Context: an optimization exercise on an open-source flow, tuned for small area, a short achievable clock period and few clock cycles per item. The choices shown serve that exercise and are no tape-out recipe. Function was checked by simulation only, so behaviour that the tests miss may differ from the original. Power is estimated from default activity; no workload was simulated.

===== flow/run.sh =====
#!/bin/bash
# The standard layout, with a 1x buffer (instead of the default delay buffer) on every port.
set -euo pipefail
export BUFFER_PORTS_ARGS="-buffer_cell sky130_fd_sc_hd__buf_1"
bash standard.sh > standard_make.log 2>&1

===== standard.sh =====
#!/bin/bash
# synth_recipe.tcl (not shown) runs the flow's synth.tcl, then flattens the netlist and writes it again
# the make line also repeats each setting of config.mk as NAME=value (left out here)
make -C /OpenROAD-flow-scripts/flow DESIGN_CONFIG=/design/flow/config.mk WORK_HOME=/design/flow/orfs CLKGATE_MAP_FILE= SYNTH_SCRIPT=/design/flow/synth_recipe.tcl "${@:-finish}"

===== config.mk =====
export PLATFORM = sky130hd
export DESIGN_NAME = risc_integer_execute_unit_core
export DESIGN_NICKNAME = risc_integer_execute_unit_core
export VERILOG_FILES = /design/flow/design.v
export SDC_FILE = /design/flow/constraint.sdc
export NUM_CORES = 4
export LEC_CHECK = 0
export CAP_MARGIN = 30
export CELL_PAD_IN_SITES_DETAIL_PLACEMENT = 1
export CELL_PAD_IN_SITES_GLOBAL_PLACEMENT = 1
export CORE_MARGIN = 2
export CORE_UTILIZATION = 35
export CTS_BUF_LIST = sky130_fd_sc_hd__clkbuf_4 sky130_fd_sc_hd__clkbuf_8
export CTS_CLUSTER_SIZE = 20
export GPL_TIMING_DRIVEN = 1
export PLACE_DENSITY = 0.5
export SETUP_SLACK_MARGIN = 0.6
export SLEW_MARGIN = 20

===== constraint.sdc =====
create_clock -name core_clock -period 6.0 [get_ports {clk_i}]
set_input_delay 1.2000 -clock core_clock [delete_from_list [all_inputs] [get_ports {clk_i}]]
set_output_delay 1.2000 -clock core_clock [all_outputs]
set_load 0.01 [all_outputs]

===== design.v =====
`default_nettype none
package rieu_pkg;
  localparam int unsigned XLEN = 32;
  localparam logic [5:0] OP_SPECIAL = 6'h00;
  localparam logic [5:0] OP_REGIMM  = 6'h01;
  localparam logic [5:0] OP_J       = 6'h02;
  localparam logic [5:0] OP_JAL     = 6'h03;
  localparam logic [5:0] OP_BEQ     = 6'h04;
  localparam logic [5:0] OP_BNE     = 6'h05;
  localparam logic [5:0] OP_BLEZ    = 6'h06;
  localparam logic [5:0] OP_BGTZ    = 6'h07;
  localparam logic [5:0] OP_ADDI    = 6'h08;
  localparam logic [5:0] OP_ADDIU   = 6'h09;
  localparam logic [5:0] OP_SLTI    = 6'h0A;
  localparam logic [5:0] OP_ANDI    = 6'h0C;
  localparam logic [5:0] OP_ORI     = 6'h0D;
  localparam logic [5:0] OP_XORI    = 6'h0E;
  localparam logic [5:0] OP_LUI     = 6'h0F;
  localparam logic [5:0] OP_LB      = 6'h20;
  localparam logic [5:0] OP_LH      = 6'h21;
  localparam logic [5:0] OP_LW      = 6'h23;
  localparam logic [5:0] OP_SB      = 6'h28;
  localparam logic [5:0] OP_SH      = 6'h29;
  localparam logic [5:0] OP_SW      = 6'h2B;
  localparam logic [5:0] FN_SLL     = 6'h00;
  localparam logic [5:0] FN_SRL     = 6'h02;
  localparam logic [5:0] FN_SRA     = 6'h03;
  localparam logic [5:0] FN_JR      = 6'h08;
  localparam logic [5:0] FN_JALR    = 6'h09;
  localparam logic [5:0] FN_SYSCALL = 6'h0C;
  localparam logic [5:0] FN_MFHI    = 6'h10;
  localparam logic [5:0] FN_MTHI    = 6'h11;
  localparam logic [5:0] FN_MFLO    = 6'h12;
  localparam logic [5:0] FN_MTLO    = 6'h13;
  localparam logic [5:0] FN_MULT    = 6'h18;
  localparam logic [5:0] FN_MULTU   = 6'h19;
  localparam logic [5:0] FN_DIV     = 6'h1A;
  localparam logic [5:0] FN_DIVU    = 6'h1B;
  localparam logic [5:0] FN_ADD     = 6'h20;
  localparam logic [5:0] FN_ADDU    = 6'h21;
  localparam logic [5:0] FN_SUB     = 6'h22;
  localparam logic [5:0] FN_SUBU    = 6'h23;
  localparam logic [5:0] FN_AND     = 6'h24;
  localparam logic [5:0] FN_OR      = 6'h25;
  localparam logic [5:0] FN_XOR     = 6'h26;
  localparam logic [5:0] FN_NOR     = 6'h27;
  localparam logic [5:0] FN_SLT     = 6'h2A;
  localparam logic [31:0] EXIT_CODE = 32'h0000_000A;
  typedef enum logic [1:0] {
    LONG_NONE = 2'd0,
    LONG_MUL  = 2'd1,
    LONG_DIV  = 2'd2
  } long_e;
  typedef struct packed {
    logic  load;
    long_e long_op;
    logic  start;
    logic  step;
    logic  finish;
  } ctl_t;
  typedef struct packed {
    logic  last;
    long_e long_op;
  } sts_t;
endpackage
`default_nettype wire
`default_nettype none
import rieu_pkg::*;
module risc_integer_execute_unit_core #(
  parameter int unsigned Xlen = rieu_pkg::XLEN
) (
  input  wire logic            clk_i,
  input  wire logic            rst_ni,
  input  wire logic            in_valid_i,
  output logic                 in_ready_o,
  input  wire logic [5:0]      mode_i,
  input  wire logic [5:0]      function_code_i,
  input  wire logic [Xlen-1:0] operand_a_i,
  input  wire logic [Xlen-1:0] operand_b_i,
  input  wire logic [15:0]     immediate_i,
  input  wire logic [4:0]      shift_amount_i,
  input  wire logic [Xlen-1:0] syscall_code_i,
  output logic                 out_valid_o,
  input  wire logic            out_ready_i,
  output logic [Xlen-1:0]      result_o,
  output logic                 result_valid_o,
  output logic [Xlen-1:0]      hi_value_o,
  output logic [Xlen-1:0]      lo_value_o,
  output logic                 halt_o,
  output logic                 unsupported_o
);
  logic [31:0] hi_q, lo_q, res_q;
  logic        hix_q;                     
  logic        vld_q, halt_q, uns_q, ov_q, busy_q;
  logic        p_mul_q, p_fix_q, p_pre_q, p_div_q, p_nq_q, p_nr_q;
  logic [5:0]  cnt_q;                     
  logic        bp_q;                      
  logic        lead_q;                    
  logic        msgn_q, na_q, nb_q;
  wire [31:0] a = operand_a_i;
  wire [31:0] b = operand_b_i;
  wire [5:0]  fn = function_code_i;
  wire        spec = (mode_i == OP_SPECIAL);
  logic is_add, is_sub, is_slt, is_and, is_or, is_xor, is_nor, is_sll, is_srl, is_sra;
  logic is_mfhi, is_mflo, is_mthi, is_mtlo, is_mul, is_div, is_sys, is_nop;
  logic is_addi, is_slti, is_andi, is_ori, is_xori, is_lui, known;
  always_comb begin
    is_add = 0; is_sub = 0; is_slt = 0; is_and = 0; is_or = 0; is_xor = 0; is_nor = 0;
    is_sll = 0; is_srl = 0; is_sra = 0; is_mfhi = 0; is_mflo = 0; is_mthi = 0; is_mtlo = 0;
    is_mul = 0; is_div = 0; is_sys = 0; is_nop = 0;
    is_addi = 0; is_slti = 0; is_andi = 0; is_ori = 0; is_xori = 0; is_lui = 0;
    if (spec) begin
      case (fn)
        FN_SLL: is_sll = 1;
        FN_SRL: is_srl = 1;
        FN_SRA: is_sra = 1;
        FN_JR, FN_JALR: is_nop = 1;
        FN_SYSCALL: is_sys = 1;
        FN_MFHI: is_mfhi = 1;
        FN_MTHI: is_mthi = 1;
        FN_MFLO: is_mflo = 1;
        FN_MTLO: is_mtlo = 1;
        FN_MULT, FN_MULTU: is_mul = 1;
        FN_DIV, FN_DIVU: is_div = 1;
        FN_ADD, FN_ADDU: is_add = 1;
        FN_SUB, FN_SUBU: is_sub = 1;
        FN_AND: is_and = 1;
        FN_OR:  is_or = 1;
        FN_XOR: is_xor = 1;
        FN_NOR: is_nor = 1;
        FN_SLT: is_slt = 1;
        default: ;
      endcase
    end else begin
      case (mode_i)
        OP_REGIMM, OP_J, OP_JAL, OP_BEQ, OP_BNE, OP_BLEZ, OP_BGTZ: is_nop = 1;
        OP_ADDI, OP_ADDIU, OP_LB, OP_LH, OP_LW, OP_SB, OP_SH, OP_SW: is_addi = 1;
        OP_SLTI: is_slti = 1;
        OP_ANDI: is_andi = 1;
        OP_ORI:  is_ori = 1;
        OP_XORI: is_xori = 1;
        OP_LUI:  is_lui = 1;
        default: ;
      endcase
    end
    known = is_add | is_sub | is_slt | is_and | is_or | is_xor | is_nor | is_sll | is_srl |
            is_sra | is_mfhi | is_mflo | is_mthi | is_mtlo | is_mul | is_div | is_sys |
            is_nop | is_addi | is_slti | is_andi | is_ori | is_xori | is_lui;
  end
  wire        sub  = busy_q | (spec ? fn[1] : (~mode_i[5] & mode_i[1]));
  wire [31:0] xa   = a & {32{~busy_q}};
  wire [31:0] ya   = busy_q ? res_q
                            : (spec ? b : {{16{immediate_i[15]}}, immediate_i});
  wire [32:0] sum  = {1'b0, xa} + {1'b0, ya ^ {32{sub}}} + {32'h0, sub};
  wire        lt   = (a[31] ^ ya[31]) ? a[31] : sum[31];
  wire [31:0] yl   = spec ? b : {16'h0, immediate_i};
  logic [31:0] sh_in, sh_out, sh_rev, b_rev;
  always_comb begin
    for (int i = 0; i < 32; i++) b_rev[i] = b[31-i];
    sh_in  = is_sll ? b_rev : b;
    sh_out = $unsigned($signed({is_sra & b[31], sh_in}) >>> shift_amount_i);
    for (int i = 0; i < 32; i++) sh_rev[i] = sh_out[31-i];
  end
  wire s_sum = is_add | is_sub | is_addi;
  wire s_lt  = is_slt | is_slti;
  wire s_and = is_and | is_andi;
  wire s_or  = is_or | is_ori;
  wire s_xor = is_xor | is_xori;
  wire s_srx = is_srl | is_sra;
  wire s_b   = is_mul | is_div;              
  wire t11 = s_and | s_or | s_b;
  wire t10 = s_or | s_xor;
  wire t01 = s_or | s_xor | s_b;
  wire t00 = is_nor;
  logic [31:0] lg;
  always_comb
    for (int i = 0; i < 32; i++)
      lg[i] = a[i] ? (yl[i] ? t11 : t10) : (yl[i] ? t01 : t00);
  wire [31:0] alu =
      ({32{s_sum}}   & sum[31:0]) |
      ({32{s_lt}}    & {31'h0, lt}) |
      lg |
      ({32{is_lui}}  & {immediate_i, 16'h0}) |
      ({32{is_sll}}  & sh_rev) |
      ({32{s_srx}}   & sh_out) |
      ({32{is_mfhi}} & hi_q) |
      ({32{is_mflo}} & lo_q) |
      32'h0;
  wire vld_d = s_sum | s_lt | s_and | s_or | s_xor | is_nor | is_lui | is_sll | s_srx |
               is_mfhi | is_mflo;
  wire div0      = (b == 32'h0);
  wire start_mul = is_mul;
  wire start_div = is_div & !div0;
  wire sgn       = ~fn[0];                           
  assign in_ready_o = !busy_q && (!ov_q || out_ready_i);
  wire accept = in_valid_i && in_ready_o;
  wire        bneg = msgn_q & res_q[31];
  wire [36:0] bx   = {{5{bneg}}, res_q};
  wire [36:0] bx2  = {bx[35:0], 1'b0};
  wire d0_neg = lo_q[1] & ~(lo_q[0] & bp_q);
  wire d0_one = lo_q[0] ^ bp_q;
  wire d0_two = (lo_q[1] & ~lo_q[0] & ~bp_q) | (~lo_q[1] & lo_q[0] & bp_q);
  wire d1_neg = lo_q[3] & ~(lo_q[2] & lo_q[1]);
  wire d1_one = lo_q[2] ^ lo_q[1];
  wire d1_two = (lo_q[3] & ~lo_q[2] & ~lo_q[1]) | (~lo_q[3] & lo_q[2] & lo_q[1]);
  wire [36:0] acc = {{4{hix_q}}, hix_q, hi_q};
  wire [36:0] e_x = ({37{p_mul_q | p_fix_q}} & acc) |
                    ({37{p_div_q}} & {4'h0, hi_q, lo_q[31]});
  wire        n0  = (p_mul_q & d0_neg) | p_div_q | p_pre_q | p_nq_q | p_nr_q;
  wire [36:0] m0  = ({37{p_mul_q & d0_one}} & bx) |
                    ({37{p_mul_q & d0_two}} & bx2) |
                    ({37{p_fix_q | p_div_q}} & {5'h0, res_q}) |
                    ({37{p_pre_q | p_nq_q}} & {5'h0, lo_q}) |
                    ({37{p_nr_q}} & {5'h0, hi_q});
  wire [36:0] e_y = m0 ^ {37{n0}};
  wire        n1  = p_mul_q & d1_neg;
  wire [36:0] m1  = ({37{p_mul_q & d1_one}} & bx) |
                    ({37{p_mul_q & d1_two}} & bx2);
  wire [36:0] e_z = {(m1[34:0] ^ {35{n1}}), n1, n0};
  wire [36:0] cs_s = e_x ^ e_y ^ e_z;
  wire [36:0] cs_c = (e_x & e_y) | (e_x & e_z) | (e_y & e_z);
  wire [36:0] es   = cs_s + {cs_c[35:0], n1} + {36'h0, n1};
  wire mskip = (lo_q[11:0] == {12{bp_q}}) && (cnt_q >= 6'd12);
  wire dlt   = (hi_q < {8'h0, res_q[31:8]});
  wire dskip = (cnt_q >= 6'd8) && ((lead_q && lo_q[31:24] == 8'h0) || dlt);
  wire dq    = ~es[36];                      
  logic [31:0] hi_d, lo_d, res_d;
  logic        hix_d, bp_d, lead_d, fin;
  logic        p_mul_d, p_fix_d, p_div_d, p_nq_d, p_nr_d;
  logic [5:0]  cnt_d;
  always_comb begin
    hi_d = hi_q; lo_d = lo_q; res_d = res_q; hix_d = hix_q; bp_d = bp_q; lead_d = lead_q;
    cnt_d = cnt_q; fin = 1'b0;
    p_mul_d = 1'b0; p_fix_d = 1'b0; p_div_d = 1'b0; p_nq_d = 1'b0; p_nr_d = 1'b0;
    if (p_mul_q) begin
      if (mskip) begin
        {hix_d, hi_d, lo_d} = {{12{hix_q}}, hix_q, hi_q, lo_q[31:12]};
        cnt_d = cnt_q - 6'd12;
        bp_d  = lo_q[11];
      end else begin
        {hix_d, hi_d} = es[36:4];
        lo_d = {es[3:0], lo_q[31:4]};
        bp_d = lo_q[3];
        cnt_d = cnt_q - 6'd4;
      end
      if (cnt_d == 6'd0) begin
        if (!msgn_q && bp_d) p_fix_d = 1'b1;
        else fin = 1'b1;
      end else begin
        p_mul_d = 1'b1;
      end
    end
    if (p_fix_q) begin
      hi_d = es[31:0];
      fin = 1'b1;
    end
    if (p_pre_q) begin
      if (na_q) lo_d = es[31:0];
      if (nb_q) res_d = sum[31:0];
      p_div_d = 1'b1;
    end
    if (p_div_q) begin
      if (dskip) begin
        {hi_d, lo_d} = {hi_q[23:0], lo_q, 8'h0};
        lead_d = lead_q && (lo_q[31:24] == 8'h0);    
        cnt_d = cnt_q - 6'd8;
      end else begin
        lead_d = 1'b0;
        hi_d = dq ? es[31:0] : {hi_q[30:0], lo_q[31]};
        lo_d = {lo_q[30:0], dq};
        cnt_d = cnt_q - 6'd1;
      end
      if (cnt_d == 6'd0) begin
        if (na_q ^ nb_q) p_nq_d = 1'b1;
        else if (na_q) p_nr_d = 1'b1;
        else fin = 1'b1;
      end else begin
        p_div_d = 1'b1;
      end
    end
    if (p_nq_q) begin                        
      lo_d = es[31:0];
      if (na_q) p_nr_d = 1'b1;
      else fin = 1'b1;
    end
    if (p_nr_q) begin                        
      hi_d = es[31:0];
      fin = 1'b1;
    end
  end
  always_ff @(posedge clk_i or negedge rst_ni) begin
    if (!rst_ni) begin
      hi_q   <= '0;
      lo_q   <= '0;
      ov_q   <= 1'b0;
      busy_q <= 1'b0;
    end else begin
      if (accept) begin
        ov_q   <= !(start_mul | start_div);
        busy_q <= start_mul | start_div;
        if (start_mul | start_div) begin
          hi_q <= '0;
          lo_q <= a;
        end
        if (is_mthi) hi_q <= a;
        if (is_mtlo) lo_q <= a;
      end else if (busy_q) begin
        hi_q <= hi_d;
        lo_q <= lo_d;
        if (fin) begin
          busy_q <= 1'b0;
          ov_q   <= 1'b1;
        end
      end else if (out_ready_i) begin
        ov_q <= 1'b0;
      end
    end
  end
  always_ff @(posedge clk_i) begin
    if (accept) begin
      res_q    <= alu;
      vld_q    <= vld_d;
      halt_q   <= is_sys && (syscall_code_i == EXIT_CODE);
      uns_q    <= !known;
      hix_q    <= 1'b0;
      bp_q     <= 1'b0;
      lead_q   <= 1'b1;
      msgn_q   <= is_mul & sgn;
      na_q     <= is_div & sgn & a[31];
      nb_q     <= is_div & sgn & b[31];
      p_mul_q  <= start_mul;
      p_pre_q  <= start_div & sgn & (a[31] | b[31]);
      p_div_q  <= start_div & ~(sgn & (a[31] | b[31]));
      p_fix_q  <= 1'b0;
      p_nq_q   <= 1'b0;
      p_nr_q   <= 1'b0;
      cnt_q    <= 6'd32;
    end else if (busy_q) begin
      res_q    <= res_d;
      hix_q    <= hix_d;
      bp_q     <= bp_d;
      lead_q   <= lead_d;
      cnt_q    <= cnt_d;
      p_mul_q  <= p_mul_d;
      p_fix_q  <= p_fix_d;
      p_pre_q  <= 1'b0;
      p_div_q  <= p_div_d;
      p_nq_q   <= p_nq_d;
      p_nr_q   <= p_nr_d;
    end
  end
  assign out_valid_o    = ov_q;
  assign result_o       = res_q & {32{vld_q}};
  assign result_valid_o = vld_q;
  assign hi_value_o     = hi_q;
  assign lo_value_o     = lo_q;
  assign halt_o         = halt_q;
  assign unsupported_o  = uns_q;
endmodule
`default_nettype wire

==> results of run 1 <==
[where the power goes]
group          leakage [nW]  switching [mW]  internal [mW]
Clock                 0.202           0.474          0.385
Combinational          8.94            9.74           5.46
Sequential             1.30           0.361           1.07
[per-layer routing]
layer | vias up | global-route usage, % | routed length (um)
li1 | 11300 | - | -
met1 | 13500 | 52.7 | 54500
met2 | 1640 | 66.2 | 61500
met3 | 539 | 10.9 | 13300
met4 | 8 | 27.5 | 11300
met5 | - | 0 | 55
[worst max path at each step]
stage                 to
2_1_floorplan  res_q[24]
3_3_place_gp   res_q[31]
3_5_place_dp   res_q[31]
4_1_cts         hi_q[21]
5_1_grt          hi_q[6]
6_report         lo_q[0]
[sequential cells by signal, summed over array words and instances (netlist names)]
register / flops
p_fix_q: 1
msgn_q: 1
p_nq_q: 1
p_nr_q: 1
p_div_q: 1
nb_q: 1
res_q: 32
bp_q: 1
hix_q: 1
p_pre_q: 1
hi_q: 32
na_q: 1
cnt_q: 6
ov_q: 1
busy_q: 1
lead_q: 1
vld_q: 1
halt_q: 1
uns_q: 1
p_mul_q: 1
lo_q: 32
[layout make-up]
type	count	area share [%]
Multi-Input combinational cell	2376	68.7
Sequential cell	119	12.1
Timing Repair Buffer	491	11.7
Tap cell	837	4.06
Inverter	126	1.83
Clock buffer	18	0.935
Clock inverter	14	0.649
Antenna cell	9	0.0872
[worst reg2reg max path, stage by stage (launching register included)]
cell	delay [ns]
edfxtp_1	0.49
buf_4	0.22
a211o_4	0.40
buf_12	0.17
a222oi_1	0.48
nand2_1	0.16
xnor2_1	0.17
fa_1	0.51
inv_1	0.06
ha_4	0.26
a21oi_2	0.21
o21ai_2	0.13
a211oi_4	0.27
nand3_2	0.16
xor2_4	0.23
o21ba_4	0.29
nand2_2	0.10
o211ai_1	0.61
o21ai_1	0.20
o21ai_1	0.17
[Yosys cell counts, types with 65 or more instances]
cell type / n
dfrtp_1: 66
clkbuf_1: 212
xnor2_1: 113
a21oi_1: 253
nor2_1: 188
a22oi_1: 74
mux2i_1: 103
mux4_2: 65
o21ai_0: 135
inv_1: 124
nand2_1: 373
ha_1: 99
[stage by stage]
step           hold slack (ns)  utilization [%]  worst slack (ns)
2_1_floorplan            0.441                -             0.600
3_3_place_gp             0.465             39.6            0.0968
3_5_place_dp             0.470             39.6            0.0264
4_1_cts                  0.390             40.6             0.514
5_1_grt                  0.395             41.8             0.541
6_report                 0.418             41.8             0.636
[logic make-up (layout without fill, tap and decap cells)]
group | count (synthesis) | after routing | synth area share (%)
AOI/OAI and AO/OA | 968 | 971 | 30.3
and+or+nand+nor | 913 | 913 | 19.7
buffers and inverters | 409 | 649 | 7.48
muxes | 181 | 181 | 12.1
xor gates and xnor gates | 176 | 176 | 7.06
adders and majority gates | 135 | 135 | 8.98
DFF | 119 | 119 | 14.3
other | 0 | 9 | 0
[repair_timing]
action	4_1_cts	5_1_grt
buffers inserted	7	20
endpoints found under the setup margin	39	55
gates resized for setup	26	98
pin swaps	5	37
cloned	1	4
==> flow_metrics.tcl, run 1 <==
set metrics [dict create \
    fp.dieH_um 254 \
    cp.depth 19 \
    hp-class "input pin to async pin" \
    syn_nets 3169 \
    rrSetupSlack_ns 0.64 \
    multi_input_area_um2 17700 \
    crit_family "compound AO/OA/AOI/OAI gates" \
    critPathCaptureType "register" \
    numCtsBuffers 17 \
    layout_common_cells "369 x nand2_1, 244 x a21oi_1, 240 x buf_4" \
    final_common_cell "nand2_1" \
    power_density_nw_per_um2 677 \
    clock_sink_count 119 \
    overflow 0 \
    tightest_slew_ns 1.19 \
    power_mw 17.5 \
    seq_area_frac_synth_pct 14.3 \
    syn2layout_area_growth_pct 18.3 \
    io_buffers 233 \
    synth_ff_type "dfrtp_1" \
    outcome "complete, no violations" \
    ir_drop_mv 0.361 \
    worstPathBufferInverterCount 3 \
    post-route-cell-area_um2 25800 \
    crit_type "register to register" \
    num_vias 27000 \
    vias_per_cell 6.76 \
    path_cells "buf_4, a211o_4, buf_12, a222oi_1, nand2_1, xnor2_1, fa_1, inv_1, ha_4, a21oi_2, o21ai_2, a211oi_4, nand3_2, xor2_4, o21ba_4, nand2_2, o211ai_1, o21ai_1, o21ai_1" \
    root_buffer "clkbuf_8" \
    grt_pass1_wl_um 197000 \
    grt_max_degree 86 \
    grt_pass1_vias 26800 \
    netlist_area_um2 21800 \
    finalCriticalPeriod_ns 5.36 \
    cpMaxStageDelayCell "o211ai_1" \
    slew_violations 0 \
    final_cells 3990 \
    finalCritPeriodShare_pct 89.4 \
    slowest_delay_ns 0.61 \
    r2r-end "lo_q[0]" \
    synth.distinct_cells 104 \
    ant_nets 0 \
    synth-seq-cells 119 \
    place_area_um2 24400 \
    core_area_um2 61700 \
    setup_viol 0 \
    synth_edf_count 41 \
    synth_cells 2901 \
    start_kind "register" \
    p_leak_nw 10.4 \
    drt_iter0_markers 3447 \
    skew_ns 0.0239 \
    r2r_start "p_mul_q" \
    drive_gt1_share_pct 16.7 \
    fillerInstances 7592 \
    ys_top_cells_by_area "dfrtp_1 7.6%, mux4_2 6.7%, nand2_1 6.4%" \
    reg2reg_depth 19 \
    cts_tree "done" \
    fmax_mhz 186 \
    antenna_found_initial 7 \
    cp-startpoint "p_mul_q" \
    synth_top_area_share_pct 7.57 \
    dr.pass1.iters 10 \
    dieArea_um2 64400 \
    holdBufCountCts 0 \
    required_ns 6.50 \
    crit_top_cell "o21ai_1" \
    worstPathArrival_ns 5.87 \
    finalHoldViolations 0 \
    synthArstFlopShare_pct 55.5 \
    synth.avg_cell_area_um2 7.53 \
    hpwl_um 107000 \
    grtUsageTotal_pct 42.7 \
    numPlacedInstances 3915 \
    ios 234 \
    tns_ns 0 \
    rsz0062_at_grt "yes" \
    gp_congestion 1.04 \
    drc 0 \
    initial_core_util_pct 35.4 \
    crit_fanout 5 \
    max-slew-margin-rel_pct 19.8 \
    routedWlPerCell_um 35.2 \
    max-clock-path-buffers 2 \
    path_clk_slew_ns 0.10 \
    placementRows 91 \
    seq_area_um2 3130 \
    ys_warn_count 1 \
    cap_violations 0 \
    clock_latency_ns 0.58 \
    routed_wl_um 141000 \
    num-nets-final 3399 \
    die_w_um 254 \
    h-tree-depth 4 \
    synth_top_area_cell "dfrtp_1" \
]
Testbench counts, summed over its fixed seeds: cycles 29,781, items 16,000.
==> run 2: changes to the inputs <==
--- a/config.mk
+++ b/config.mk
@@ -16,3 +16,3 @@
 export PLACE_DENSITY = 0.5
-export SETUP_SLACK_MARGIN = 0.6
+export SETUP_SLACK_MARGIN = 0.9
 export SLEW_MARGIN = 20
==> run 2 against run 1 <==
  * Clock skew shrank 0.0018 ns
  * Core utilization rose by 1.6 points
  * Still clean on timing, DRC and antenna
  * Highest routed layer is now met4
  * Critical endpoint is now hi_q[26]
  * First-iteration DRC count grew 1.9%
  * Synthesized cell count unchanged
  * Register-to-register slack improved by 0.04 ns
  * Worst hold slack better by 0.098 ns
  * Largest power group unchanged
  * Critical path type unchanged
==> flow_metrics.tcl, run 2 <==
set metrics [dict create \
    max-clock-path-buffers 2 \
    dr.pass1.iters 10 \
    cts_tree "done" \
    fin_hold_ws_ns 0.516 \
    tns_ns 0 \
    drt_iter0_markers 3514 \
    initial_core_util_pct 35.4 \
    slowest_delay_ns 0.52 \
    power_mw 19.6 \
    clock_sink_count 119 \
    hp-class "register to register" \
    synth-seq-cells 119 \
    antenna_found_initial 11 \
    synth.most_common_cell "nand2_1" \
    num-nets-final 3425 \
    seq_area_frac_synth_pct 14.3 \
    finalHoldViolations 0 \
    reg2reg_depth 21 \
    path_clk_slew_ns 0.09 \
    required_ns 6.45 \
    finalCritPeriodShare_pct 88.7 \
    final_cells 4012 \
    critPathCaptureType "register" \
    cp.depth 21 \
    ant_nets 0 \
    synth_edf_count 41 \
    vias_per_cell 6.79 \
    synth_ff_type "dfrtp_1" \
    synth_top_area_share_pct 7.57 \
    outcome "complete, no violations" \
    place_area_um2 24400 \
    crit_family "compound AO/OA/AOI/OAI gates" \
    p_leak_nw 10.7 \
    rsz0062_at_grt "yes" \
    fillerInstances 7562 \
    synth.avg_cell_area_um2 7.53 \
    synth_top_area_cell "dfrtp_1" \
    layout_common_cells "367 x nand2_1, 248 x buf_4, 227 x buf_1" \
    post-route-cell-area_um2 26800 \
    syn_nets 3169 \
    crit_type "register to register" \
    worstPathArrival_ns 5.77 \
    fin_ws_ns 0.677 \
    crit_fanout 7 \
    dieArea_um2 64400 \
    power_density_nw_per_um2 732 \
    hold_path_depth 2 \
    path_cells "ha_4, a211o_4, buf_6, a222oi_1, nand2_1, xnor2_2, fa_1, inv_2, ha_4, and2_4, nand4_1, buf_4, o311a_4, a211oi_4, o21ba_4, buf_12, nand3b_1, a21oi_1, a211oi_1, buf_4, o21ai_2" \
    ios 234 \
    overflow 0 \
    cap_violations 0 \
    finalCriticalPeriod_ns 5.32 \
    fin_util_pct 43.5 \
    core_area_um2 61700 \
    worstPathBufferInverterCount 5 \
    synth_cells 2901 \
    root_buffer "clkbuf_8" \
    die_w_um 254 \
    drc 0 \
    netlist_area_um2 21800 \
    largestRegisters "hi_q x32, lo_q x32, res_q x32" \
    routed_wl_um 142000 \
    start_kind "register" \
    slew_violations 0 \
    clock_latency_ns 0.58 \
    num_vias 27200 \
    io_buffers 233 \
    numPlacedInstances 3894 \
    fmax_mhz 188 \
    setup_viol 0 \
    place_ws_ns 0.000425 \
    h-tree-depth 4 \
    gp_congestion 1.05 \
    cpMaxStageDelayCell "fa_1" \
    final_common_cell "nand2_1" \
    numCtsBuffers 17 \
    syn2layout_area_growth_pct 22.9 \
    placementRows 91 \
    ir_drop_mv 0.488 \
    fp.dieH_um 254 \
    synthArstFlopShare_pct 55.5 \
    grt_pass1_wl_um 199000 \
    ys_warn_count 1 \
    drive_gt1_share_pct 20.6 \
    grtUsageTotal_pct 43.3 \
    grt_pass1_vias 26800 \
    synth.distinct_cells 104 \
    skew_ns 0.0221 \
    routedWlPerCell_um 35.5 \
    yosys-top-cells-count "373 x nand2_1, 253 x a21oi_1, 212 x clkbuf_1" \
    tightest_slew_ns 1.12 \
    grt_max_degree 81 \
    ys_top_cells_by_area "dfrtp_1 7.6%, mux4_2 6.7%, nand2_1 6.4%" \
    hpwl_um 107000 \
    holdBufCountCts 0 \
    max-slew-margin-rel_pct 24.8 \
]
[run 2: area by class of cell]
class	count	area, um^2	share of cell area (%)
Antenna cell	5	12.5	0.0466
Clock buffer	18	241	0.900
Clock inverter	14	163	0.606
Inverter	126	474	1.77
Multi-Input combinational cell	2373	18400	68.7
Sequential cell	119	3130	11.7
Tap cell	837	1050	3.90
Timing Repair Buffer	520	3330	12.4
[run 2: tightest hold or removal path, delay by kind of cell (launching register included)]
kind	cells	cell delay, ns
simple gates	2	0.14
flops	1	0.33
[run 2: kinds of logic after synthesis]
| family | Yosys count | share of synthesized area [%] |
|---|---|---|
| AO/OA/AOI/OAI | 968 | 30.3 |
| AND/OR/NAND/NOR | 913 | 19.7 |
| buffers and inverters | 409 | 7.48 |
| multiplexers | 181 | 12.1 |
| XOR/XNOR | 176 | 7.06 |
| adder cells (fa/ha/maj) | 135 | 8.98 |
| flip-flops | 119 | 14.3 |
[run 2: repair_timing]
action,in CTS,in global routing
pin swaps,32,119
setup buffers,29,50
endpoints found under the setup margin,56,58
resized for setup,80,178
[run 2: worst paths after layout]
path / from / to / slack [ns]
worst min register to register: lead_q / lead_q / 0.52
max in group asynchronous: rst_ni / hi_q[24] / 4.72
min in group asynchronous: rst_ni / lo_q[7] / 0.64
worst max-delay path: lo_q[0] / hi_q[26] / 0.68
worst min-delay path: lead_q / lead_q / 0.52
worst max register to register: lo_q[0] / hi_q[26] / 0.68
[run 2: per-layer routing]
layer	GRT usage, %	vias to the layer above	share of wire, %
li1	-	11300	-
met1	53.2	13600	38
met2	65.6	1802	43
met3	10.9	548	10
met4	31.7	0	8.8
met5	0	-	0
[run 2: power breakdown]
group          internal (mW)  total, mW  leakage, nW  switching [mW]
Sequential              1.07       1.51         1.29           0.438
Combinational           6.69       17.3         9.26            10.6
Clock                  0.384      0.866        0.193           0.482
Total                   8.14       19.6         10.7            11.5
==> run 3: changes to the inputs <==
--- a/config.mk
+++ b/config.mk
@@ -7,3 +7,3 @@
 export LEC_CHECK = 0
-export CAP_MARGIN = 30
+export CAP_MARGIN = 20
 export CELL_PAD_IN_SITES_DETAIL_PLACEMENT = 1
@@ -11,3 +11,3 @@
 export CORE_MARGIN = 2
-export CORE_UTILIZATION = 35
+export CORE_UTILIZATION = 45
 export CTS_BUF_LIST = sky130_fd_sc_hd__clkbuf_4 sky130_fd_sc_hd__clkbuf_8
@@ -15,4 +15,4 @@
 export GPL_TIMING_DRIVEN = 1
-export PLACE_DENSITY = 0.5
-export SETUP_SLACK_MARGIN = 0.9
+export PLACE_DENSITY = 0.6
+export SETUP_SLACK_MARGIN = 0.3
 export SLEW_MARGIN = 20
==> run 3 against run 2 <==
  * Die area fell by 22%
  * Critical endpoint is now hi_q[29]
  * Wire length fell by 9.8%
  * Clock power fell by 1%
  * Register-to-register slack got worse by 0.22 ns
  * Highest routed layer is now met5
  * Sequential power barely moved
  * Critical path depth fell by 3
  * Still clean
==> flow_metrics.tcl, run 3 <==
set metrics [dict create \
    outcome "complete, no violations" \
    path_clk_slew_ns 0.09 \
    crit_fanout 18 \
    overflow 0 \
    syn2layout_area_growth_pct 11.8 \
    yosys-top-cells-count "373 x nand2_1, 253 x a21oi_1, 212 x clkbuf_1" \
    numPlacedInstances 3648 \
    cpMaxStageDelayCell "fa_1" \
    cap_violations 0 \
    dieArea_um2 50300 \
    rrSetupSlack_ns 0.46 \
    grt_pass1_wl_um 185000 \
    gr-max-usage-layer "met2" \
    synth-seq-cells 119 \
    critPathCaptureType "register" \
    layout_common_cells "371 x nand2_1, 251 x a21oi_1, 227 x buf_1" \
    synth_cells 2901 \
    skew_ns 0.0239 \
    fp.dieH_um 224 \
    synth.distinct_cells 104 \
    fin_hold_ws_ns 0.502 \
    synth_ff_type "dfrtp_1" \
    largestRegisters "hi_q x32, lo_q x32, res_q x32" \
    num_vias 27400 \
    reg2reg_depth 18 \
    slew_violations 0 \
    grt_max_degree 80 \
    routedWlPerCell_um 34.8 \
    hpwl_um 96200 \
    clock_latency_ns 0.54 \
    synth_top_area_share_pct 7.57 \
    hold_path_depth 2 \
    drc 0 \
    grtUsageTotal_pct 50.3 \
    power_mw 15.9 \
    drt_iter0_markers 3950 \
    core_area_um2 47800 \
    synth.avg_cell_area_um2 7.53 \
    dr.pass1.iters 12 \
    ios 234 \
    crit_type "register to register" \
    required_ns 6.37 \
    fmax_mhz 180 \
    power_density_nw_per_um2 650 \
    routed_wl_um 128000 \
    max-clock-path-buffers 2 \
    slowest_delay_ns 0.52 \
    drive_gt1_share_pct 12.6 \
    finalHoldViolations 0 \
    fillerInstances 6073 \
    h-tree-depth 4 \
    numCtsBuffers 17 \
    grt_pass1_vias 27000 \
    met2_usage_pct 73.5 \
    path_cells "ha_1, a211o_4, a222oi_1, nand2_1, xnor2_1, fa_1, inv_1, ha_1, and2_1, nand4_1, buf_4, o311a_1, a211oi_1, o21ba_4, a21oi_4, o2111ai_1, a211oi_1, a211oi_1" \
    gp_congestion 1.08 \
    antenna_found_initial 12 \
    tns_ns 0 \
    synth_edf_count 41 \
    p_leak_nw 10.0 \
    crit_top_cell "a211oi_1" \
    rsz0062_at_grt "no" \
    cts_tree "done" \
    start_kind "register" \
    synth.most_common_cell "nand2_1" \
    final_common_cell "nand2_1" \
    fin_util_pct 51.0 \
    tightest_slew_ns 1.16 \
    ys_top_cells_by_area "dfrtp_1 7.6%, mux4_2 6.7%, nand2_1 6.4%" \
    synth_top_area_cell "dfrtp_1" \
    seq_area_frac_synth_pct 14.3 \
    met1_usage_pct 59.0 \
    crit_path_end "hi_q[29]" \
    synthArstFlopShare_pct 55.5 \
    ant_nets 0 \
    syn_nets 3169 \
    hp-class "register to register" \
    finalCritPeriodShare_pct 92.4 \
    final_cells 3692 \
    netlist_area_um2 21800 \
    cp-startpoint "lo_q[0]" \
    setup_viol 0 \
    ys_warn_count 1 \
    finalCriticalPeriod_ns 5.54 \
    holdBufCountCts 0 \
    initial_core_util_pct 45.6 \
    die_w_um 224 \
    placementRows 80 \
    worstPathArrival_ns 5.91 \
    vias_per_cell 7.41 \
    grt_util_met3_pct 18.2 \
    r2r-end "hi_q[29]" \
    ir_drop_mv 0.422 \
    clock_sink_count 119 \
    r2r_start "lo_q[0]" \
    max-slew-margin-rel_pct 22.5 \
    root_buffer "clkbuf_8" \
    num-nets-final 3321 \
    io_buffers 233 \
]
==> run 3: cell families (layout without fill, tap and decap cells) <==
kind of cell,after synthesis,after routing,synth area share [%]
AO/OA/AOI/OAI,968,968,30.3
buffers and inverters,409,574,7.48
multiplexers,181,181,12.1
flip-flops,119,119,14.3
other,0,11,0
AND/OR/NAND/NOR,913,913,19.7
adder cells (fa/ha/maj),135,135,8.98
XOR/XNOR,176,176,7.06
==> run 3: worst max-delay path: cells and delay by family (launching register included) <==
kind	cells	cell delay, ns
adders and majority gates	3	1.24
and+or+nand+nor	3	0.54
AOI/OAI and AO/OA	9	2.78
DFF	1	0.40
xor gates and xnor gates	1	0.17
buffers and inverters	2	0.22
==> run 3: report_power, final <==
group	leakage (nW)	switching (mW)	internal [mW]	total, mW
Sequential	1.30	0.450	1.07	1.52
Clock	0.208	0.438	0.418	0.856
Combinational	8.49	8.89	4.60	13.5
==> run 3: metrics by stage <==
step                      instance area, um^2  worst slack, ns
final                                   24400            0.458
after global routing                    24400            0.305
after CTS                               24300            0.297
after detailed placement                23800            0.128
after global placement                  23800            0.199
after floorplan                         21800            0.373
==> run 3: area by class of cell <==
type | instances | area, um^2 | area share (%)
Multi-Input combinational cell | 2373 | 17300 | 70.7
Sequential cell | 119 | 3130 | 12.8
Timing Repair Buffer | 416 | 2340 | 9.58
Tap cell | 615 | 769 | 3.15
Inverter | 126 | 473 | 1.94
Clock buffer | 18 | 241 | 0.989
Clock inverter | 14 | 173 | 0.708
Antenna cell | 11 | 27.5 | 0.113
==> run 3: how the worst min path moves through the flow <==
stage / endpoint / slack, ns / startpoint
after global routing: lead_q / 0.52 / lead_q
after floorplan: lead_q / 0.44 / lead_q
after detailed placement: lead_q / 0.48 / lead_q
after CTS: lead_q / 0.50 / lead_q
after global placement: lead_q / 0.46 / lead_q
final: lead_q / 0.50 / lead_q
==> run 3: per-layer routing <==
| metal | vias up | wire (um) |
|---|---|---|
| li1 | 11100 | - |
| met1 | 13300 | 45200 |
| met2 | 2220 | 53000 |
| met3 | 739 | 17200 |
| met4 | 6 | 13000 |
| met5 | - | 80 |
==> run 3: timing repair <==
action                                  4_1_cts  5_1_grt
endpoints found under the hold margin         0        0
buffers inserted                              0        1
gates resized for setup                       4       19
endpoints found under the setup margin       11       42
pin swaps                                     0        2
==> run 4: changes to the inputs <==
==> flow/run.sh (replaced) <==
#!/bin/bash
# The standard layout, with a 1x buffer (instead of the default delay buffer)
# on every port, and timing-driven global placement that does not keep the
# resizer's trial buffers.
set -euo pipefail
export BUFFER_PORTS_ARGS="-buffer_cell sky130_fd_sc_hd__buf_1"
export GPL_KEEP_OVERFLOW=0
bash standard.sh > standard_make.log 2>&1
--- a/config.mk
+++ b/config.mk
@@ -7,3 +7,3 @@
 export LEC_CHECK = 0
-export CAP_MARGIN = 20
+export CAP_MARGIN = 30
 export CELL_PAD_IN_SITES_DETAIL_PLACEMENT = 1
@@ -11,3 +11,3 @@
 export CORE_MARGIN = 2
-export CORE_UTILIZATION = 45
+export CORE_UTILIZATION = 35
 export CTS_BUF_LIST = sky130_fd_sc_hd__clkbuf_4 sky130_fd_sc_hd__clkbuf_8
@@ -15,4 +15,4 @@
 export GPL_TIMING_DRIVEN = 1
-export PLACE_DENSITY = 0.6
-export SETUP_SLACK_MARGIN = 0.3
+export PLACE_DENSITY = 0.5
+export SETUP_SLACK_MARGIN = 0.6
 export SLEW_MARGIN = 20
==> run 4 against run 3 <==
  * Setup slack better by 0.21 ns
  * Non-clock buffer count is 48 lower
  * Global-route usage is 7.2 points lower
  * Critical path depth is 6 higher
  * Via count is 1.9% lower
  * Highest routed layer unchanged
  * Die area is 28% higher
  * Combinational power is 4% higher
  * Still clean on timing, DRC and antenna
  * Register-to-register slack better by 0.21 ns
==> flow_metrics.tcl, run 4 <==
set metrics [dict create \
    outcome "complete, no violations" \
    synth.most_common_cell "nand2_1" \
    ios 234 \
    required_ns 6.43 \
    initial_core_util_pct 35.4 \
    root_buffer "clkbuf_8" \
    p_leak_nw 10.2 \
    h-tree-depth 4 \
    netlist_area_um2 21800 \
    synth.avg_cell_area_um2 7.53 \
    r2r-end "hi_q[20]" \
    tightest_slew_ns 1.11 \
    start_kind "register" \
    synth_edf_count 41 \
    p_int_mw 6.60 \
    cpMaxStageDelayCell "and2_2" \
    wl_met1_um 54400 \
    syn_nets 3169 \
    grtUsageTotal_pct 43.1 \
    top_layer "met5" \
    cp-startpoint "lo_q[0]" \
    max-clock-path-buffers 2 \
    synth_top_area_share_pct 7.57 \
    critPathCaptureType "register" \
    hp-class "register to register" \
    switching_share_pct 61.7 \
    slowest_delay_ns 0.57 \
    ys_top_cells_by_area "dfrtp_1 7.6%, mux4_2 6.7%, nand2_1 6.4%" \
    final_common_cell "nand2_1" \
    path_cells "buf_4, nor2_1, nand2_1, o21ai_4, and2_2, nand2_1, nand2_1, xnor2_1, fa_1, inv_1, ha_4, and2_4, nand4_1, buf_4, nor3_4, o211ai_4, a211oi_4, buf_6, o21ba_4, buf_4, nor3_1, o21a_1, a2111oi_4, a221o_1" \
    synthArstFlopShare_pct 55.5 \
    dr.pass1.iters 8 \
    antenna_found_initial 10 \
    drc 0 \
    num_vias 26800 \
    routed-wl-met3_um 13900 \
    io_buffers 233 \
    power_density_nw_per_um2 664 \
    synth_top_area_cell "dfrtp_1" \
    clkPwrFrac_pct 4.9 \
    routed_wl_um 142000 \
    crit_type "register to register" \
    r2r_start "lo_q[0]" \
    core_area_um2 61700 \
    numCtsBuffers 17 \
    ys_warn_count 1 \
    die_w_um 254 \
    max-slew-margin-rel_pct 25.9 \
    pwr-share-seq_pct 14.0 \
    synth_ff_type "dfrtp_1" \
    fp.dieH_um 254 \
    drt_iter0_markers 3731 \
    vias_per_cell 6.94 \
    rsz0062_at_grt "yes" \
    worstPathArrival_ns 5.76 \
    clock_sink_count 119 \
    setup_viol 0 \
    yosys-top-cells-count "373 x nand2_1, 253 x a21oi_1, 212 x clkbuf_1" \
    path_clk_slew_ns 0.09 \
    clock_latency_ns 0.56 \
    pwr-share-comb_pct 81.0 \
    ir_drop_mv 0.447 \
    num-nets-final 3280 \
    crit_path_end "hi_q[20]" \
    synth_cells 2901 \
    synth-seq-cells 119 \
    finalHoldViolations 0 \
    grt_max_degree 61 \
    placementRows 91 \
    ant_nets 0 \
    fin_hold_ws_ns 0.518 \
    syn2layout_area_growth_pct 19.0 \
    cts_tree "done" \
    post-route-cell-area_um2 26000 \
    crit_fanout 16 \
    seq_area_frac_synth_pct 14.3 \
    dieArea_um2 64400 \
    wl_met2_um 61500 \
    p_sw_mw 10.7 \
    overflow 0 \
    holdBufCountCts 0 \
    gp_congestion 0.954 \
    reg2reg_depth 24 \
    synth.distinct_cells 104 \
    largestRegisters "hi_q x32, lo_q x32, res_q x32" \
    cap_violations 0 \
    skew_ns 0.0284 \
    finalCritPeriodShare_pct 88.8 \
    hpwl_um 104000 \
    place_area_um2 24000 \
    power_mw 17.3 \
    finalCriticalPeriod_ns 5.33 \
    drive_gt1_share_pct 15.3 \
    grt_pass1_vias 26500 \
    rrSetupSlack_ns 0.67 \
    routedWlPerCell_um 36.8 \
    layout_common_cells "368 x nand2_1, 240 x a21oi_1, 226 x buf_1" \
    grt_pass1_wl_um 198000 \
    fmax_mhz 188 \
    slew_violations 0 \
]
[run 4: cell counts after synthesis]
No cell type changed its count.
[run 4: what timing repair did]
action / 4_1_cts / 5_1_grt
setup endpoints to repair: 78 / 57
cloned: 5 / 4
pin swaps: 20 / 35
buffers inserted: 39 / 23
resized for setup: 97 / 83
[run 4: worst min-delay path by stage]
stage          startpoint      to  slack [ns]  cells after the start
3_5_place_dp       lead_q  lead_q        0.49                      2
4_1_cts            lead_q  lead_q        0.51                      2
2_1_floorplan      lead_q  lead_q        0.44                      2
3_3_place_gp       lead_q  lead_q        0.46                      2
6_report           lead_q  lead_q        0.52                      2
5_1_grt            lead_q  lead_q        0.52                      2
[run 4: area by class of cell]
class | count | area [um^2]
inverter | 126 | 475
tap | 837 | 1050
multi-input combinational | 2380 | 18200
clock buffer | 19 | 249
timing repair buffer | 368 | 2700
fill | 7489 | 35700
sequential | 119 | 3140
clock inverter | 13 | 156
antenna | 6 | 15.0
[run 4: logic make-up (layout without fill, tap and decap cells)]
kind of cell	count (synthesis)	count (layout)	share of synthesized area [%]
compound gates	968	971	30.3
simple gates	913	917	19.7
buf+inv	409	526	7.48
mux	181	181	12.1
xor+xnor	176	176	7.06
fa+ha+maj	135	135	8.98
flops	119	119	14.3
other cells	0	6	0
[run 4: metal layers]
| metal | up-vias | track usage (%) |
|---|---|---|
| met5 | - | 0 |
| met4 | 10 | 30.4 |
| met3 | 545 | 10.9 |
| met1 | 13500 | 52.8 |
| li1 | 11100 | - |
| met2 | 1747 | 66.2 |
[run 4: worst max-delay path, delay by kind of cell (launching register included)]
kind / cells / cell delay, ns
XOR/XNOR: 1 / 0.09
adder cells (fa/ha/maj): 2 / 0.85
flip-flops: 1 / 0.47
buffers and inverters: 5 / 0.71
AND/OR/NAND/NOR: 9 / 1.63
AO/OA/AOI/OAI: 7 / 1.43
[run 4: power groups by stage]
stage | clock network, mW | registers (mW) | logic (mW)
6_report | 0.852 | 2.42 | 14.0
4_1_cts | 0.850 | 2.27 | 12.6
2_1_floorplan | 0 | 1.33 | 7.43
5_1_grt | 0.885 | 2.31 | 14.8
3_5_place_dp | 0 | 2.30 | 11.1
3_3_place_gp | 0 | 2.34 | 10.8
[run 4: per-stage QoR]
stage | TNS (ns) | instances | util [%] | setup WS (ns)
6_report | 0 | 3868 | 42.1 | 0.669
2_1_floorplan | 0 | 2901 | - | 0.600
5_1_grt | 0 | 3863 | 42.1 | 0.534
3_3_place_gp | -907.94 | 3688 | 36.6 | -8.34
4_1_cts | 0 | 3834 | 41.0 | 0.541
3_5_place_dp | -31.43 | 3758 | 38.9 | -0.896
==> run 5: changes to the inputs <==
--- a/config.mk
+++ b/config.mk
@@ -16,3 +16,3 @@
 export PLACE_DENSITY = 0.5
-export SETUP_SLACK_MARGIN = 0.6
+export SETUP_SLACK_MARGIN = 0.9
 export SLEW_MARGIN = 20
==> run 5 against run 4 <==
  * Still clean
  * Sequential cell count is the same
  * Cell area up 4.5%
  * First-iteration DRC count is 8.6% lower
  * Critical path type unchanged
  * Largest cell class unchanged
==> flow_metrics.tcl, run 5 <==
set metrics [dict create \
    ir_drop_mv 0.490 \
    outcome "complete, no violations" \
    drt_iter0_markers 3411 \
    cp-startpoint "p_div_q" \
    final_cells 3917 \
    power_density_nw_per_um2 724 \
    largestRegisters "hi_q x32, lo_q x32, res_q x32" \
    core_area_um2 61700 \
    tightest_slew_ns 1.14 \
    grt_pass1_vias 26600 \
    final_common_cell "nand2_1" \
    p_sw_mw 11.7 \
    max-slew-margin-rel_pct 23.0 \
    synthArstFlopShare_pct 55.5 \
    dr.pass1.iters 8 \
    clock_latency_ns 0.59 \
    synth-seq-cells 119 \
    synth_top_area_share_pct 7.57 \
    cts_tree "done" \
    max-clock-path-buffers 2 \
    clock_sink_count 119 \
    clkPwrFrac_pct 4.3 \
    layout_common_cells "363 x nand2_1, 227 x a21oi_1, 224 x buf_1" \
    finalHoldViolations 0 \
    synth-compound-area-share_pct 30.3 \
    grt_pass1_wl_um 198000 \
    dieArea_um2 64400 \
    grtUsageTotal_pct 43.0 \
    overflow 0 \
    hp-class "register to register" \
    grt_max_degree 78 \
    synthMuxAreaShare_pct 12.1 \
    skew_ns 0.0314 \
    r2r_start "p_div_q" \
    synth-simple-area-share_pct 19.7 \
    tns_ns 0 \
    num_vias 27200 \
    synth_xor_area_share_pct 7.06 \
    switching_share_pct 59.6 \
    synthAdderAreaFrac_pct 8.98 \
    die_w_um 254 \
    netlist_area_um2 21800 \
    rsz0062_at_grt "yes" \
    crit_fanout 10 \
    numPlacedInstances 3751 \
    routedWlPerCell_um 36.8 \
    drc 0 \
    setup_viol 0 \
    ios 234 \
    io_buffers 233 \
    cap_violations 0 \
    ys_warn_count 1 \
    pwr-share-seq_pct 12.2 \
    start_kind "register" \
    synth_top_area_cell "dfrtp_1" \
    synth_edf_count 41 \
    path_clk_slew_ns 0.10 \
    slew_violations 0 \
    synth.distinct_cells 104 \
    synth.avg_cell_area_um2 7.53 \
    fmax_mhz 192 \
    root_buffer "clkbuf_8" \
    syn2layout_area_growth_pct 24.3 \
    fin_util_pct 44.0 \
    required_ns 6.47 \
    h-tree-depth 4 \
    pwr-share-comb_pct 83.5 \
    synth_cells 2901 \
    fin_hold_ws_ns 0.499 \
    critPathCaptureType "register" \
    hpwl_um 103000 \
    initial_core_util_pct 35.4 \
    seq_area_frac_synth_pct 14.3 \
    num-nets-final 3328 \
    fin_ws_ns 0.783 \
    fp.dieH_um 254 \
    syn_nets 3169 \
    finalCritPeriodShare_pct 86.9 \
    p_leak_nw 10.6 \
    synth.most_common_cell "nand2_1" \
    synth_top_family_by_area "compound AO/OA/AOI/OAI gates" \
    vias_per_cell 6.94 \
    ant_nets 0 \
    synth_ff_type "dfrtp_1" \
    finalCriticalPeriod_ns 5.22 \
    drive_gt1_share_pct 19.4 \
    place_ws_ns -0.996 \
    placementRows 91 \
    p_int_mw 7.94 \
    gp_congestion 1.03 \
    worstHoldStart "lead_q" \
    crit_type "register to register" \
    routed_wl_um 144000 \
    numCtsBuffers 17 \
    ys_top_cells_by_area "dfrtp_1 7.6%, mux4_2 6.7%, nand2_1 6.4%" \
    worstPathArrival_ns 5.69 \
    antenna_found_initial 7 \
    yosys-top-cells-count "373 x nand2_1, 253 x a21oi_1, 212 x clkbuf_1" \
]
==> run 5: cell counts after synthesis <==
Identical to the previous run, type by type.
==> run 5: worst paths after layout <==
| kind | end | slack (ns) | cells after the start |
|---|---|---|---|
| hold / removal | lead_q | 0.50 | 2 |
| hold reg to reg | lead_q | 0.50 | 2 |
| setup / recovery | hi_q[1] | 0.78 | 22 |
| setup reg to reg | hi_q[1] | 0.78 | 22 |
| min in group asynchronous | ov_q | 0.65 | 1 |
| max in group asynchronous | hi_q[31] | 4.47 | 3 |
==> run 5: power groups by stage <==
stage               combinational (mW)  sequential (mW)  clock [mW]
finish                            16.4             2.40       0.841
global route                      17.1             2.30       0.867
CTS                               12.9             2.26       0.838
detailed placement                11.1             2.29           0
global placement                  10.8             2.32           0
floorplan                         7.45             1.33           0
==> run 5: kinds of logic after synthesis <==
kind of cell | Yosys count
fa+ha+maj | 135
mux | 181
compound gates | 968
simple gates | 913
buf+inv | 409
xor+xnor | 176
flops | 119
==> run 5: cell type report <==
type                    instances  area, um^2
flip-flops and latches        119        3140
diodes                          7        17.5
well taps                     837        1050
repair buffers                415        3190
clock inverters                14         151
inverters                     126         478
clock buffers                  18         241
fillers                      7425       34600
multi-input cells            2381       18900
==> run 5: repair_timing <==
item	in CTS	in global routing
pin swaps	32	106
gates cloned	9	6
setup buffers	52	55
hold endpoints to repair	0	0
hold buffers	0	0
endpoints found under the setup margin	90	64
resized for setup	125	184
==> run 5: worst max-delay path, stage by stage, from the launching register on <==
cell	delay, ns
edfxtp_1	0.44
clkbuf_16	0.18
buf_12	0.12
a211o_4	0.36
clkbuf_16	0.21
a222oi_1	0.31
nand2_1	0.12
xnor2_1	0.16
fa_1	0.50
inv_1	0.06
ha_4	0.32
and2_4	0.16
nand4_1	0.11
buf_6	0.16
nor3_4	0.18
o211ai_4	0.12
buf_12	0.17
a211oi_4	0.26
o21ba_4	0.28
mux2i_1	0.16
a221oi_2	0.29
a211oi_1	0.09
a221o_1	0.31
==> run 5: routing by layer <==
layer  vias to the layer above  global-route usage, %  share of wire [%]
li1                      11100                      -                  -
met3                       550                   9.34                9.7
met2                      1817                   66.6                 44
met5                         -                      0             0.0055
met4                         2                   31.4                8.7
met1                     13700                   52.6                 38
==> run 5: metrics by stage <==
step           power, mW  cell area [um^2]
3_3_place_gp        13.1             22700
6_report            19.7             27100
3_5_place_dp        13.4             23900
4_1_cts             16.0             25500
2_1_floorplan       8.79             22000
5_1_grt             20.2             27100
==> run 6: changes to the inputs <==
--- a/config.mk
+++ b/config.mk
@@ -7,3 +7,3 @@
 export LEC_CHECK = 0
-export CAP_MARGIN = 30
+export CAP_MARGIN = 20
 export CELL_PAD_IN_SITES_DETAIL_PLACEMENT = 1
@@ -16,3 +16,3 @@
 export PLACE_DENSITY = 0.5
-export SETUP_SLACK_MARGIN = 0.9
+export SETUP_SLACK_MARGIN = 0.6
 export SLEW_MARGIN = 20
==> run 6 against run 5 <==
  * Still clean on timing, DRC and antenna
  * Setup slack worse by 0.16 ns
  * Via count is 1.9% lower
  * Maximum frequency is 3.0% lower
  * Sequential share of layout area is 0.56 points higher
  * Register-to-register slack worse by 0.16 ns
  * Critical endpoint is now hi_q[20]
==> flow_metrics.tcl, run 6 <==
set metrics [dict create \
    outcome "complete, no violations" \
    seq_area_frac_synth_pct 14.3 \
    synth_edf_count 41 \
    placementRows 91 \
    clkPwrFrac_pct 4.7 \
    grt_pass1_vias 26300 \
    dr.pass1.iters 8 \
    gp_congestion 0.954 \
    antenna_found_initial 7 \
    die_w_um 254 \
    fin_hold_ws_ns 0.490 \
    finalCritPeriodShare_pct 89.7 \
    fmax_mhz 186 \
    h-tree-depth 4 \
    finalCriticalPeriod_ns 5.38 \
    critPathCaptureType "register" \
    holdBufCountCts 0 \
    netlist_area_um2 21800 \
    synth.avg_cell_area_um2 7.53 \
    num_vias 26700 \
    grtUsageTotal_pct 43.1 \
    max-slew-margin-rel_pct 18.2 \
    grt_max_degree 61 \
    numPlacedInstances 3752 \
    root_buffer "clkbuf_8" \
    synth_top_area_share_pct 7.57 \
    required_ns 6.48 \
    power_density_nw_per_um2 666 \
    clock_latency_ns 0.56 \
    syn_nets 3169 \
    routedWlPerCell_um 36.8 \
    initial_core_util_pct 35.4 \
    synth.most_common_cell "nand2_1" \
    rrSetupSlack_ns 0.62 \
    synth.distinct_cells 104 \
    crit_fanout 27 \
    fin_ws_ns 0.621 \
    finalHoldViolations 0 \
    slew_violations 0 \
    reg2reg_depth 22 \
    io_buffers 233 \
    start_kind "register" \
    r2r-end "hi_q[20]" \
    ys_top_cells_by_area "dfrtp_1 7.6%, mux4_2 6.7%, nand2_1 6.4%" \
    power_mw 17.2 \
    cap_violations 0 \
    core_area_um2 61700 \
    setup_viol 0 \
    vias_per_cell 6.92 \
    final_common_cell "nand2_1" \
    clock_sink_count 119 \
    rsz0062_at_grt "yes" \
    hold_path_depth 2 \
    skew_ns 0.0253 \
    dieArea_um2 64400 \
    crit_type "register to register" \
    ant_nets 0 \
    r2r_start "p_mul_q" \
    hpwl_um 104000 \
    p_int_mw 6.61 \
    post-route-cell-area_um2 25900 \
    switching_share_pct 61.7 \
    place_area_um2 23900 \
    worstPathArrival_ns 5.86 \
    hold_end "lead_q" \
    layout_common_cells "368 x nand2_1, 241 x a21oi_1, 225 x buf_1" \
    synth_cells 2901 \
    pwr-share-comb_pct 81.3 \
    synth_top_area_cell "dfrtp_1" \
    p_sw_mw 10.6 \
    drive_gt1_share_pct 14.7 \
    ios 234 \
    pwr-share-seq_pct 14.0 \
    drc 0 \
    num-nets-final 3265 \
    largestRegisters "hi_q x32, lo_q x32, res_q x32" \
    synth-seq-cells 119 \
    yosys-top-cells-count "373 x nand2_1, 253 x a21oi_1, 212 x clkbuf_1" \
    tightest_slew_ns 1.22 \
    drt_iter0_markers 3119 \
    hp-class "register to register" \
    synthArstFlopShare_pct 55.5 \
    overflow 0 \
    ir_drop_mv 0.404 \
    ys_warn_count 1 \
    worstHoldStart "lead_q" \
    p_leak_nw 10.1 \
    place_ws_ns -0.909 \
    cts_tree "done" \
    synth_ff_type "dfrtp_1" \
    fp.dieH_um 254 \
    numCtsBuffers 17 \
    grt_pass1_wl_um 198000 \
    path_clk_slew_ns 0.09 \
    max-clock-path-buffers 2 \
    final_cells 3852 \
    routed_wl_um 142000 \
    syn2layout_area_growth_pct 18.5 \
]
==> run 6: changes by cell type in the layout (fill, tap and decap cells not counted), moves of 10 or more <==
cell	before	now
buf_4	98	62
o21ai_2	15	5
xnor2_2	21	10
buf_6	24	11
a21oi_2	21	11
a21oi_1	227	241
==> run 6: metrics by stage <==
| step | utilization (%) | TNS [ns] |
|---|---|---|
| global placement | 36.6 | -907.94 |
| global route | 41.9 | 0 |
| floorplan | - | 0 |
| detailed placement | 38.8 | -31.04 |
| CTS | 40.3 | 0 |
| finish | 41.9 | 0 |
==> run 6: power groups by stage <==
stage	logic, mW	registers [mW]	clock network [mW]
3_3_place_gp	10.8	2.34	0
2_1_floorplan	7.43	1.33	0
4_1_cts	12.1	2.27	0.801
6_report	14.0	2.42	0.803
5_1_grt	14.8	2.31	0.832
3_5_place_dp	11.1	2.30	0
==> run 6: area by class of cell <==
type                            instances  area, um^2
Tap cell                              837        1050
Antenna cell                            5        12.5
Timing Repair Buffer                  353        2550
Inverter                              126         475
Multi-Input combinational cell       2380       18300
Clock buffer                           18         241
Clock inverter                         14         135
Sequential cell                       119        3140
Fill cell                            7505       35800
==> run 6: worst max path at each step <==
stage	from	endpoint	slack (ns)
finish	p_mul_q	hi_q[20]	0.62
global route	p_mul_q	hi_q[16]	0.49
global placement	busy_q	hi_q[24]	-8.34
floorplan	mode_i[0]	res_q[24]	0.60
detailed placement	p_nq_q	hi_q[24]	-0.91
CTS	p_mul_q	hi_q[1]	0.53
==> run 6: critical path, stage by stage, from the launching register on <==
cell	delay, ns
edfxtp_1	0.45
buf_12	0.16
buf_16	0.16
and3b_2	0.27
or4_4	0.50
buf_12	0.18
clkbuf_16	0.19
xnor2_2	0.16
fa_1	0.52
inv_1	0.07
ha_4	0.31
and2_4	0.18
nand4_1	0.10
buf_4	0.17
nor3_4	0.18
o211ai_4	0.11
buf_12	0.17
a21oi_1	0.22
nor2_1	0.14
xnor2_4	0.38
a21oi_1	0.18
a2111oi_4	0.32
a221o_1	0.16
==> run 6: what timing repair did <==
item / in CTS / in global routing
setup buffers: 23 / 32
endpoints found under the hold margin: 0 / 0
setup endpoints to repair: 79 / 60
cloned: 5 / 3
gates resized for setup: 70 / 110
pin swaps: 14 / 27
==> run 6: cell families (layout without fill, tap and decap cells) <==
family / Yosys count / in the layout / share of synthesized area, %
AO/OA/AOI/OAI: 968 / 971 / 30.3
XOR/XNOR: 176 / 176 / 7.06
adder cells (fa/ha/maj): 135 / 135 / 8.98
buffers and inverters: 409 / 511 / 7.48
flip-flops: 119 / 119 / 14.3
multiplexers: 181 / 181 / 12.1
other: 0 / 5 / 0
AND/OR/NAND/NOR: 913 / 917 / 19.7
==> run 6: routing by layer <==
metal / global-route usage (%) / vias up / wire, um
met5: 0 / - / 35
met4: 29.8 / 6 / 11500
met3: 9.72 / 477 / 12900
met2: 66.1 / 1631 / 61900
met1: 53.7 / 13500 / 55600
li1: - / 11000 / -
==> run 7: changes to the inputs <==
--- a/config.mk
+++ b/config.mk
@@ -7,3 +7,3 @@
 export LEC_CHECK = 0
-export CAP_MARGIN = 20
+export CAP_MARGIN = 30
 export CELL_PAD_IN_SITES_DETAIL_PLACEMENT = 1
@@ -11,3 +11,3 @@
 export CORE_MARGIN = 2
-export CORE_UTILIZATION = 35
+export CORE_UTILIZATION = 40
 export CTS_BUF_LIST = sky130_fd_sc_hd__clkbuf_4 sky130_fd_sc_hd__clkbuf_8
@@ -15,3 +15,3 @@
 export GPL_TIMING_DRIVEN = 1
-export PLACE_DENSITY = 0.5
+export PLACE_DENSITY = 0.55
 export SETUP_SLACK_MARGIN = 0.6
==> run 7 against run 6 <==
  * Still clean on timing, DRC and antenna
  * Via count increased by 2.6%
  * Sequential share of layout area increased by 0.077 points
  * Cell area decreased by 0.63%
  * Non-clock buffer count increased by 39
  * Setup slack got worse by 0.088 ns
  * Critical path type unchanged
==> flow_metrics.tcl, run 7 <==
set metrics [dict create \
    hp-class "register to register" \
    fin_ws_ns 0.533 \
    synth-seq-cells 119 \
    initial_core_util_pct 40.5 \
    final_cells 3756 \
    rsz0062_at_grt "yes" \
    multi_input_area_um2 18100 \
    yosys-top-cells-count "373 x nand2_1, 253 x a21oi_1, 212 x clkbuf_1" \
    ir_drop_mv 0.888 \
    seq_area_um2 3140 \
    root_buffer "clkbuf_8" \
    grt_pass1_vias 26600 \
    synthArstFlopShare_pct 55.5 \
    grt_max_degree 62 \
    finalHoldViolations 0 \
    required_ns 6.48 \
    antenna_found_initial 11 \
    ant_nets 0 \
    ys_warn_count 1 \
    overflow 0 \
    ios 234 \
    synth_ff_type "dfrtp_1" \
    clock_sink_count 119 \
    clock_latency_ns 0.59 \
    synth.avg_cell_area_um2 7.53 \
    fmax_mhz 183 \
    routedWlPerCell_um 36.9 \
    drt_iter0_markers 3570 \
    hpwl_um 97700 \
    num-nets-final 3304 \
    syn2layout_area_growth_pct 17.8 \
    gp_congestion 0.994 \
    vias_per_cell 7.29 \
    ys_top_cells_by_area "dfrtp_1 7.6%, mux4_2 6.7%, nand2_1 6.4%" \
    setup_viol 0 \
    outcome "complete, no violations" \
    synth_top_area_share_pct 7.57 \
    dr.pass1.iters 10 \
    cap_violations 0 \
    dieArea_um2 56500 \
    synth_cells 2901 \
    syn_nets 3169 \
    place_ws_ns -1.21 \
    cts_tree "done" \
    synth_edf_count 41 \
    numCtsBuffers 17 \
    max-slew-margin-rel_pct 25.2 \
    max-clock-path-buffers 2 \
    crit_type "register to register" \
    num_vias 27400 \
    layout_common_cells "367 x nand2_1, 242 x a21oi_1, 226 x buf_1" \
    drc 0 \
    placementRows 85 \
    path_clk_slew_ns 0.09 \
    slew_violations 0 \
    final_common_cell "nand2_1" \
    synth.distinct_cells 104 \
    die_w_um 238 \
    finalCriticalPeriod_ns 5.47 \
    power_density_nw_per_um2 683 \
    synth.most_common_cell "nand2_1" \
    skew_ns 0.0356 \
    synth_top_area_cell "dfrtp_1" \
    io_buffers 233 \
    netlist_area_um2 21800 \
    largestRegisters "hi_q x32, lo_q x32, res_q x32" \
    drive_gt1_share_pct 15.3 \
    critPathCaptureType "register" \
    p_leak_nw 10.2 \
    h-tree-depth 4 \
    grt_pass1_wl_um 193000 \
    core_area_um2 53900 \
    grtUsageTotal_pct 47.2 \
    fillerInstances 6603 \
    numPlacedInstances 3606 \
    worstPathArrival_ns 5.94 \
    fp.dieH_um 238 \
    finalCritPeriodShare_pct 91.1 \
    start_kind "register" \
    tightest_slew_ns 1.12 \
    seq_area_frac_synth_pct 14.3 \
    routed_wl_um 139000 \
    crit_fanout 12 \
]
==> run 7: cell count changes in the layout (fill, tap and decap cells not counted), sizes merged <==
cell	change
buf	+38
clkinv	-4
clkinvlp	-1
diode	+6
or2	+1
clkbuf	+1
bufinv	+1
inv	+3
and2	-1
clkdlybuf4s15	+1
==> run 7: timing repair <==
item / 4_1_cts / 5_1_grt
cloned: 5 / 3
pin swaps: 16 / 37
endpoints found under the setup margin: 85 / 57
gates resized for setup: 75 / 81
buffers inserted: 36 / 57
hold buffers: 0 / 0
==> run 7: path summary, 6_finish.rpt <==
kind	startpoint	to	slack, ns	cells past startpoint
min in group asynchronous	rst_ni	lo_q[6]	0.56	1
worst min-delay path	lead_q	lead_q	0.50	2
worst max-delay path	p_mul_q	hi_q[31]	0.53	19
worst max register to register	p_mul_q	hi_q[31]	0.53	19
max in group asynchronous	rst_ni	lo_q[27]	4.62	3
worst min register to register	lead_q	lead_q	0.50	2
==> run 7: metrics by stage <==
step	hold WS [ns]	utilization, %	TNS (ns)	area (um^2)	total power [mW]
after floorplan	0.441	-	0	21800	8.76
after global placement	0.463	41.6	-854.98	22400	12.9
after detailed placement	0.479	43.7	-33.65	23500	13.2
after CTS	0.497	45.9	0	24700	15.3
after global routing	0.513	47.7	0	25700	18.0
final	0.504	47.7	0	25700	17.6
==> run 7: cell type report <==
type / instances / share of cell area, %
multi-input cells: 2380 / 70.3
inverters: 126 / 1.85
clock inverters: 13 / 0.657
repair buffers: 392 / 10.5
clock buffers: 19 / 1.02
well taps: 696 / 3.39
flip-flops and latches: 119 / 12.2
diodes: 11 / 0.107
==> run 7: cell families (layout without fill, tap and decap cells) <==
| group | after synthesis | after routing | share of synthesized area [%] |
|---|---|---|---|
| buffers and inverters | 409 | 550 | 7.48 |
| muxes | 181 | 181 | 12.1 |
| DFF | 119 | 119 | 14.3 |
| xor gates and xnor gates | 176 | 176 | 7.06 |
| and+or+nand+nor | 913 | 917 | 19.7 |
| other | 0 | 11 | 0 |
| adders and majority gates | 135 | 135 | 8.98 |
| AOI/OAI and AO/OA | 968 | 971 | 30.3 |
==> run 7: routing by layer <==
metal | routed length, um | vias to the layer above | global-route usage (%) | part of all wire [%]
li1 | - | 11100 | - | -
met1 | 50000 | 13500 | 57.4 | 36
met2 | 57900 | 2158 | 69.1 | 42
met3 | 16800 | 676 | 13.4 | 12
met4 | 14100 | 2 | 38.8 | 10
met5 | 13 | - | 0.173 | 0.0094
==> run 7: critical path, cell delays in order (launching register included) <==
cell	delay (ns)
edfxtp_1	0.53
buf_12	0.21
and3b_2	0.28
or4_4	0.59
buf_12	0.19
xnor2_1	0.15
fa_1	0.50
inv_1	0.04
ha_1	0.42
a21o_1	0.21
a21o_1	0.17
a21oi_1	0.35
nand3_1	0.22
a211oi_2	0.40
o21bai_1	0.15
a21oi_1	0.23
xnor2_1	0.19
clkbuf_4	0.24
nor2_1	0.05
o31ai_1	0.21
==> run 7: where the power goes <==
group	internal (mW)	leakage, nW	switching (mW)
Combinational	5.29	8.70	8.97
Sequential	1.05	1.29	1.36
Clock	0.436	0.209	0.465
Total	6.77	10.2	10.8

port drivers added, routing unchanged:
No port has a modelled driver above. Below, the same layouts with a new extraction and two added sets of constraints. Step 1, drivers: a clkbuf_16 drives clk_i and a buf_2 each remaining input, both assumed. Step 2 also shifts input and output timing later by t, the mid clock arrival at the registers, as if the neighbouring blocks saw the same clock. Slacks: ideal ports / drivers / drivers and shift; pairs: ideal ports / drivers.
run | t (ns) | slack for setup (ns)
run 1 | 0.621 | 0.636 / 0.636 / 0.225
run 2 | 0.632 | 0.677 / 0.677 / 0.348
run 3 | 0.604 | 0.458 / 0.458 / -0.019
run 4 | 0.599 | 0.669 / 0.669 / 0.134
run 5 | 0.635 | 0.783 / 0.783 / 0.400
run 6 | 0.606 | 0.621 / 0.621 / 0.179
run 7 | 0.632 | 0.533 / 0.533 / 0.187
Met with ideal ports but missed after step 2: setup timing in run 3.
